Background: an optimization exercise with open tools, aiming at small area, a short achievable clock period and few clock cycles per item. Do not read the settings as production practice. Only simulation tests tie the RTL to the original design; equivalence was not proved.

==> v16: inputs <==
## cosine_distance_unit
module cosine_distance_unit #(
    parameter int W     = 16,
    parameter int FRAC  = 11,
    parameter int TERMS = 4
) (
    input  logic         clk,
    input  logic         reset_n,
    input  logic         start,
    input  logic [W-1:0] x_in,
    input  logic [W-1:0] v_in,
    output logic         busy,
    output logic         done,
    output logic [W-1:0] cos_out,
    output logic [W-1:0] distance,
    output logic         sat
);
make LEC_CHECK=0 ABC_AREA=1 CAP_MARGIN=0 CORE_MARGIN=2 CORE_UTILIZATION=50 PLACE_DENSITY=0.6 SETUP_SLACK_MARGIN=5 SLEW_MARGIN=0 TNS_END_PERCENT=5 finish   # period 12.0 ns
run.sh (not shown) runs the stock make flow with config.mk's settings and CLKGATE_MAP_FILE= SYNTH_SCRIPT=/design/flow/synth_recipe.tcl, a recipe that flattens the netlist after the stock synthesis.
==> v24: changes against v16 <==
--- a/flow/config.mk
+++ b/flow/config.mk
@@ -10,6 +10,6 @@
 export CORE_MARGIN = 2
-export CORE_UTILIZATION = 50
-export PLACE_DENSITY = 0.6
+export CORE_UTILIZATION = 65
+export PLACE_DENSITY = 0.72
 export SETUP_SLACK_MARGIN = 5
 export SLEW_MARGIN = 0
-export TNS_END_PERCENT = 5
+export TNS_END_PERCENT = 1
==> impl_metrics.toml <==
[setup_path]
reg2reg_depth = 44
rr_startpoint = "b_q[9]"
cp.arrival_ps = 8790

[outcome]
status = "no timing/DRC/antenna violations"

[finish]
clock_area_share_pct = 0.978

[detailed_routing]
wirelength_mm = 46.9
That was v24.
==> impl_metrics.toml <==
[detailed_routing]
drc = 0
wirelength_mm = 51.5

[setup_path]
cp.arrival_ps = 8640
rr_startpoint = "b_q[12]"
reg2reg_depth = 37

[grt]
grt_use_met3_pct = 3.31

[finish]
clock_area_share_pct = 0.862

[outcome]
status = "no timing/DRC/antenna violations"

[cts]
cts_max_level = 2
That was v16.
Testbench counts of v16, summed over its fixed seeds: cycles 6,400, items 1,600.
Testbench counts of v24, summed over its fixed seeds: cycles 6,400, items 1,600.


==> v19: inputs <==
cosine_distance_unit, a different RTL version from the one above (not shown whole).
Settings: LEC_CHECK=0, ABC_AREA=1, CAP_MARGIN=20, CORE_MARGIN=2, CORE_UTILIZATION=70, PLACE_DENSITY=0.8, SETUP_SLACK_MARGIN=5, SLEW_MARGIN=20, TNS_END_PERCENT=5; clock period 12.0 ns.
==> v38 (differences from v19) <==
--- a/flow/design.v
+++ b/flow/design.v
@@ -13,20 +13,20 @@
     output logic [W-1:0] cos_out,
     output logic [W-1:0] distance,
     output logic         sat
 );
     logic s1_q, s2_q, s3_q, done_q;
     logic accept;
     logic [15:0] a_q, b_q, d_q;
-    logic        xo_q, hi_q, ds_q;
+    logic        hi_q, ds_q;
     logic        sat_q;
     assign busy   = s1_q | s2_q | s3_q;
     assign accept = start & ~busy;
     logic [15:0] x2f;
-    assign x2f = {a_q[15], a_q[14:0] | {15{xo_q & ~s3_q}}};
+    assign x2f = a_q;
     logic [14:0] bc;
     logic        big;
     assign bc  = b_q[14:0];
     assign big = hi_q | b_q[15];
     logic [22:0] t2_full;
     logic [11:0] term2;
     logic cw464, cw465, cw466, cw467, cw468, cw469, cw470, cw471, cw472, cw473, cw474, cw475, cw476, cw477, cw478, cw479, cw480, cw481, cw482, cw483, cw484, cw485, cw486, cw487, cw488, cw489, cw490, cw491, cw492, cw493, cw494, cw495, cw496, cw497, cw498, cw499, cw500, cw501, cw502, cw503, cw504, cw505, cw506, cw507, cw508, cw509, cw510, cw511, cw512, cw513, cw514, cw515, cw516, cw517, cw518, cw519, cw520, cw521, cw522, cw523, cw524, cw525, cw526, cw527, cw528, cw529, cw530, cw531, cw532, cw533, cw534, cw535, cw536, cw537, cw538, cw539, cw540, cw541, cw542, cw543, cw544, cw545, cw546, cw547, cw548, cw549, cw550, cw551, cw552, cw553, cw554, cw555, cw556, cw557, cw558, cw559, cw560, cw561, cw562, cw563, cw564, cw565, cw566, cw567, cw568, cw569, cw570, cw571, cw572, cw573, cw574, cw575, cw576, cw577, cw578, cw579, cw580, cw581, cw582, cw583, cw584, cw585, cw586, cw587, cw588, cw589, cw590, cw591, cw592, cw593, cw594, cw595, cw596, cw597, cw598, cw599, cw600, cw601, cw602, cw603, cw604, cw605, cw606, cw607, cw608, cw609, cw610, cw611, cw612, cw613, cw614, cw615, cw616, cw617, cw618, cw619, cw620, cw621, cw622, cw623, cw624, cw625, cw626, cw627, cw628, cw629, cw630, cw631, cw632, cw633, cw634, cw635, cw636, cw637, cw638, cw639, cw640, cw641, cw642, cw643, cw644, cw645, cw646, cw647, cw648, cw649, cw650, cw651, cw652, cw653, cw654, cw655, cw656, cw657, cw658, cw659, cw660, cw661, cw662, cw663, cw664, cw665, cw666, cw667, cw668, cw669, cw670, cw671, cw672, cw673, cw674, cw675, cw676, cw677, cw678, cw679, cw680, cw681, cw682, cw683, cw684, cw685, cw686, cw687, cw688, cw689, cw690, cw691, cw692, cw693, cw694, cw695, cw696, cw697, cw698, cw699, cw700, cw701, cw702, cw703, cw704, cw705, cw706, cw707, cw708, cw709, cw710, cw711, cw712, cw713, cw714, cw715, cw716, cw717, cw718, cw719, cw720, cw721, cw722, cw723, cw724, cw725, cw726;
@@ -814,17 +814,16 @@
             s2_q <= s1_q;
             s3_q <= s2_q;
             if (accept) done_q <= 1'b0;
             else if (s3_q) done_q <= 1'b1;
         end
     end
     always_ff @(posedge clk) begin
-        if (accept) a_q <= {1'b0, prod[25:11]};
+        if (accept) a_q <= {1'b0, prod[25:11] | {15{x2ovf}}};
         else if (s2_q) a_q <= d_q;
-        if (accept) xo_q <= x2ovf;
         if (s1_q | s2_q) b_q <= prod[26:11];
         else if (s3_q) b_q <= expr3;
         if (busy) begin
             hi_q <= (s3_q ? ((prod[29:27] != 3'b000) && (prod[29:27] != 3'b111))
                           : (prod[29:27] != 3'b000));
             ds_q <= prod[29];
         end
CAP_MARGIN = 0   (was 20)
CORE_UTILIZATION = 60   (was 70)
PLACE_DENSITY = 0.7   (was 0.8)
SLEW_MARGIN = 0   (was 20)
TNS_END_PERCENT = 1   (was 5)
==> summary of the runs <==
Against v38, the sequential share of layout area of v19 is higher by 0.051 points. Between v38 and v19, the lower die area is in v19 (gap 16%, measured against v19). v38 went through all stages and came out clean. v19 completed without violations. Between v38 and v19, the lower synthesized area is in v38 (gap about 0.5%, measured against v19). Between v19 and v38, the lower clock skew is in v19 (gap 0.0017 ns). Of v19 and v38, v19 has the higher final area (gap about 1.3%, measured against v38). Via count: v38 is lower than v19 (7.6%). Against v38, the wire length of v19 is higher by about 9%.
==> figures <==
Portion of the post-synthesis area used by sequential elements: v38 11.6%; v19 11.7%
Delay contributed by the slowest stage of the critical path: v38 0.56 ns; v19 0.59 ns
Post-synthesis compound-gate area fraction: v38 11.3%; v19 11.7%
Number of nets in the layout: v38 2493; v19 2488
Total nets after synthesis: v38 2384; v19 2364
Initial cell density of the core: v38 61.6%; v19 72.0%
Number of synthesized flops with an enable pin: v38 50; v19 51
Min Tclk post-route: v38 8.50 ns; v19 9.04 ns
Placed Instance Area: v38 14800 sq um; v19 15000 sq um
Dpl hpwl: v38 35.5 mm; v19 36.8 mm
Met1 usage in global routing: v38 53.7%; v19 58.2%
Global-route met2 utilization: v38 61.9%; v19 72.1%
Standard cell core area: v38 22800 sq um; v19 19600 sq um
Status: v38 complete, no violations; v19 complete, no violations
Testbench counts of v19, summed over its fixed seeds: cycles 6,400, items 1,600.
Testbench counts of v38, summed over its fixed seeds: cycles 6,400, items 1,600.

[separate check: timing with driven ports]
How much do the figures lean on ideal ports? The routed layouts below were timed once more, with nothing changed but the port constraints. Step 1 assumes that a clkbuf_16 drives the clock port and a buf_2 every other input. Step 2 also shifts input and output timing later by t, the mid clock arrival at the registers, as if the neighbouring blocks saw the same clock. a / b / c = no drivers / after step 1 / after step 2; a / b = the first two.
run	t, ns	setup WS [ns]	clock arrival spread, ns
v16	0.342	3.421 / 3.421 / 3.188	0.009 / 0.009
v24	0.339	3.272 / 3.272 / 3.134	0.008 / 0.009
v19	0.343	2.956 / 2.956 / 2.956	0.008 / 0.008
v38	0.337	3.499 / 3.499 / 3.351	0.010 / 0.010
After both steps every run listed still meets setup and hold. For v16, which loses most, drivers alone change the setup slack by 0.000 ns; drivers and shift together by -0.233 ns.
